Source: an optimization exercise on an open RTL-to-GDS flow (aim: small area, a short achievable clock period and few clock cycles per item). Production flows keep margins and buffers that such runs may drop. Where RTL was checked, it was by simulation tests only, not by an equivalence proof against the original. No activity file was given, so power comes from the tool's default toggle rates.

==> inputs of willow <==
// colourTop
module colourTop (
	input logic CLOCK_50_I,
	input logic resetn,
	input logic [3:0] paddr,
	input logic psel,
	input logic penable,
	input logic pwrite,
	input logic [31:0] pwdata,
	output logic [31:0] prdata,
	output logic pready,
	output logic pslverr,
	output logic memRdEn,
	output colourPkg::addr_t memRdAddr,
	input colourPkg::word_t memRdData,
	output logic memWrEn,
	output colourPkg::addr_t memWrAddr,
	output colourPkg::word_t memWrData
);
export LEC_CHECK = 0
export CAP_MARGIN = 20
export CORE_MARGIN = 2
export CORE_UTILIZATION = 60
export PLACE_DENSITY = 0.75
export SETUP_SLACK_MARGIN = 4.2
export SLEW_MARGIN = 20
create_clock -name core_clock -period 9.0 [get_ports {CLOCK_50_I}]
run.sh (not shown) runs the stock make flow with config.mk's settings and CLKGATE_MAP_FILE= SYNTH_SCRIPT=/design/flow/synth_recipe.tcl, a recipe that flattens the netlist after the stock synthesis.
==> inputs of sierra, as changes to willow <==
Settings changed: CORE_UTILIZATION 60 to 40, PLACE_DENSITY 0.75 to 0.6, SETUP_SLACK_MARGIN 4.2 to 4.6.
==> inputs of delta, as changes to willow <==
Settings changed: CORE_UTILIZATION 60 to 40, PLACE_DENSITY 0.75 to 0.6.
==> run notes <==
The highest global-route usage belongs to willow, the lowest to delta. Area after synthesis is the same in sierra and delta. In willow the clock power is higher than in delta, by about 4%. Combinational power: delta < willow < sierra.
Function was not checked in any run of this note: the RTL went through the layout flow alone.

==> 11-02 <==
colourTop, a different RTL version from the one above (not shown whole).
make LEC_CHECK=0 CAP_MARGIN=20 CORE_MARGIN=2 CORE_UTILIZATION=40 PLACE_DENSITY=0.6 SETUP_SLACK_MARGIN=4.8 SLEW_MARGIN=20 finish   # period 9.0 ns
==> inputs of 01-22, as changes to 11-02 <==
- CTS_CLUSTER_DIAMETER: not set -> 80
- CTS_CLUSTER_SIZE: not set -> 28
==> inputs of 05-20, as changes to 11-02 <==
--- a/flow/design.v
+++ b/flow/design.v
@@ -185,18 +185,18 @@
 			lastRowLast <= wrRowLast;
 			lastFrameLast <= wrFrameLast;
 		end
 		if (start) begin
 			k <= 8'd0;
 			yAddr <= 16'd0;
 		end
 	end
-	assign rowDone = lastValid & lastRowLast & ph[1];
-	assign frameDone = lastValid & lastFrameLast & ph[1];
+	assign rowDone = lastValid & lastRowLast & ph[2];
+	assign frameDone = lastValid & lastFrameLast & ph[2];
 endmodule
 `default_nettype wire
 `timescale 1ns/1ps
 `default_nettype none
 module chromaUpsampler (
 	input logic CLOCK_50_I,
 	input logic [2:0] ph,
 	input colourPkg::word_t word,       
@@ -3377,50 +3377,45 @@
 	input logic [2:0] ph,
 	input logic wrValid,
 	input logic lastValid,
 	input colourPkg::sample_t r,        
 	input colourPkg::sample_t g,
 	input colourPkg::sample_t b,
 	output logic memWrEn,
 	output colourPkg::addr_t memWrAddr,
-	output colourPkg::word_t memWrData      
+	output colourPkg::word_t memWrData
 );
-	localparam int FirstAddr = 76800 - 11;
+	localparam int FirstAddr = 76800 - 12;
 	colourPkg::sample_t r0, g0, b0;     
 	colourPkg::sample_t r1, g1, b1;     
-	logic word0, word1;                 
 	always_ff @(posedge CLOCK_50_I or negedge resetn) begin
 		if (!resetn)
 			memWrEn <= 1'b0;
 		else
-			memWrEn <= ph[0] ? lastValid : wrValid;
+			memWrEn <= ph[2] ? wrValid : lastValid;
 	end
 	always_ff @(posedge CLOCK_50_I) begin
 		if (ph[0]) begin
 			r0 <= r;
 			g0 <= g;
 			b0 <= b;
 		end
 		if (ph[2]) begin
 			r1 <= r;
 			g1 <= g;
 			b1 <= b;
 		end
 		memWrAddr <= start ? colourPkg::addr_t'(FirstAddr) : memWrAddr + 1'b1;
-		word0 <= ph[1] & wrValid;
-		word1 <= ph[2] & wrValid;
-	end
-	always_comb begin
-		if (word0)
-			memWrData = {r0, g0};
-		else if (word1)
-			memWrData = {b0, r1};
+		if (ph[2])
+			memWrData <= {r0, g0};
+		else if (ph[0])
+			memWrData <= {b0, r1};
 		else
-			memWrData = {g1, b1};
+			memWrData <= {g1, b1};
 	end
 endmodule
 `default_nettype wire
 `timescale 1ns/1ps
 `default_nettype none
 module colourTop (
 	input logic CLOCK_50_I,
 	input logic resetn,
@@ -3444,17 +3439,17 @@
 	logic [2:0] ph;
 	logic rxLoad, rxFirst, rxClamp, rxOdd;
 	logic wrValid, lastValid, rowDone, frameDone;
 	colourPkg::word_t rdWord;
 	colourPkg::sample_t yOddHeld;
 	colourPkg::sample_t pixY, pixU, pixV;
 	logic [9:0] pixU3, pixV3;
 	colourPkg::sample_t yNext;
-	logic [19:0] y2687;
+	logic [19:0] yEven2687, yOdd2687;
 	logic [19:0] pixY2687;
 	colourPkg::sample_t pixR, pixG, pixB;
 	apbRegs regs (
 		.CLOCK_50_I(CLOCK_50_I),
 		.resetn(resetn),
 		.paddr(paddr),
 		.psel(psel),
 		.penable(penable),
@@ -3484,22 +3479,26 @@
 		.rowDone(rowDone),
 		.frameDone(frameDone)
 	);
 	always_ff @(posedge CLOCK_50_I) begin
 		rdWord <= memRdData;
 		if (ph[2])
 			yOddHeld <= rdWord[7:0];
 		pixY <= yNext;
-		pixY2687 <= y2687;
+		pixY2687 <= ph[2] ? yEven2687 : yOdd2687;
 	end
 	assign yNext = ph[2] ? rdWord[15:8] : yOddHeld;
-	lumaMultiple ym (
-		.y(yNext),
-		.p(y2687)
+	lumaMultiple yEvenMult (
+		.y(rdWord[15:8]),
+		.p(yEven2687)
+	);
+	lumaMultiple yOddMult (
+		.y(yOddHeld),
+		.p(yOdd2687)
 	);
 	chromaUpsampler ups (
 		.CLOCK_50_I(CLOCK_50_I),
 		.ph(ph),
 		.word(rdWord),
 		.load(rxLoad),
 		.first(rxFirst),
 		.clamp(rxClamp),
- CTS_CLUSTER_DIAMETER: not set -> 80
- CTS_CLUSTER_SIZE: not set -> 28
- SETUP_SLACK_MARGIN: 4.8 -> 5.0
==> qor summary <==
Run status: 01-22 finished clean; 11-02 finished clean; 05-20 finished clean
Routed WL: 01-22 55.3 mm; 11-02 55.6 mm; 05-20 57.1 mm
Final setup slack of the worst path: 01-22 4.96 ns; 11-02 4.96 ns; 05-20 5.05 ns
Initial cell density of the core: 01-22 0.406; 11-02 0.406; 05-20 0.405
Total clock network power: 01-22 1540 uW; 11-02 2010 uW; 05-20 1440 uW
Multi-In Gates: 01-22 1500; 11-02 1500; 05-20 1617
Setup slack of the worst register-to-register path: 01-22 4.96 ns; 11-02 4.98 ns; 05-20 5.05 ns
Leakage power summed over all cells: 01-22 0.0123 uW; 11-02 0.0125 uW; 05-20 0.0129 uW
Global-route wire length before repair: 01-22 87.2 mm; 11-02 87.5 mm; 05-20 91.8 mm
Synthesized instance count: 01-22 2308; 11-02 2308; 05-20 2461
Required time of the critical path: 01-22 9.51 ns; 11-02 7.20 ns; 05-20 9.45 ns
Well-tap cell count: 01-22 837; 11-02 837; 05-20 855
Clk network pwr share: 01-22 0.139; 11-02 0.174; 05-20 0.115
Cell Int Power: 01-22 6310 uW; 11-02 6810 uW; 05-20 7080 uW
Power Density: 01-22 394 nW/um^2; 11-02 403 nW/um^2; 05-20 430 nW/um^2
Xor/xnor share of the synthesized area: 01-22 0.0634; 11-02 0.0634; 05-20 0.0590
Multi-input combinational area share: 01-22 0.464; 11-02 0.456; 05-20 0.474
Count of unique library cells instantiated by Yosys: 01-22 81; 11-02 81; 05-20 73
Die Y: 01-22 255 um; 11-02 255 um; 05-20 260 um
Multi-input logic area: 01-22 13100 sq um; 11-02 13100 sq um; 05-20 13800 sq um
Global routing usage on met1: 01-22 0.233; 11-02 0.230; 05-20 0.229
Share of power burned in combinational logic: 01-22 0.578; 11-02 0.554; 05-20 0.589
Testbench counts of 11-02, summed over its fixed seeds: cycles 921,712, frames 8.
Testbench counts of 01-22, summed over its fixed seeds: cycles 921,712, frames 8.
The RTL of 05-20 was laid out without a check of its function.

## re-timing with driven ports
No port has a modelled driver above. Below, the same layouts with a new extraction and two added sets of constraints.
Step 1 assumes that a clkbuf_16 drives the clock port and a buf_2 every other input.
Step 2 times the ports against the registers' clock, not the clock port: input delays grow and output delays shrink by t, the midpoint of the rising clock arrivals with the driver on.
a / b / c = ideal ports / drivers / drivers and shift; a / b = the first two.
run	t (ns)	setup WS [ns]	slew at the worst register clock pin (ns)
willow	0.618	4.206 / 4.206 / 4.206	0.07 / 0.07
sierra	0.645	4.296 / 4.296 / 4.296	0.06 / 0.06
delta	0.643	4.233 / 4.233 / 4.233	0.06 / 0.06
11-02	0.634	4.962 / 4.909 / 4.892	0.06 / 0.06
01-22	0.654	4.960 / 4.960 / 4.933	0.10 / 0.10
05-20	0.641	5.055 / 5.055 / 4.942	0.11 / 0.11
After both steps setup and hold are still met in every run listed. For 05-20, which loses most, drivers alone change the setup slack by 0.000 ns; drivers and shift together by -0.113 ns.
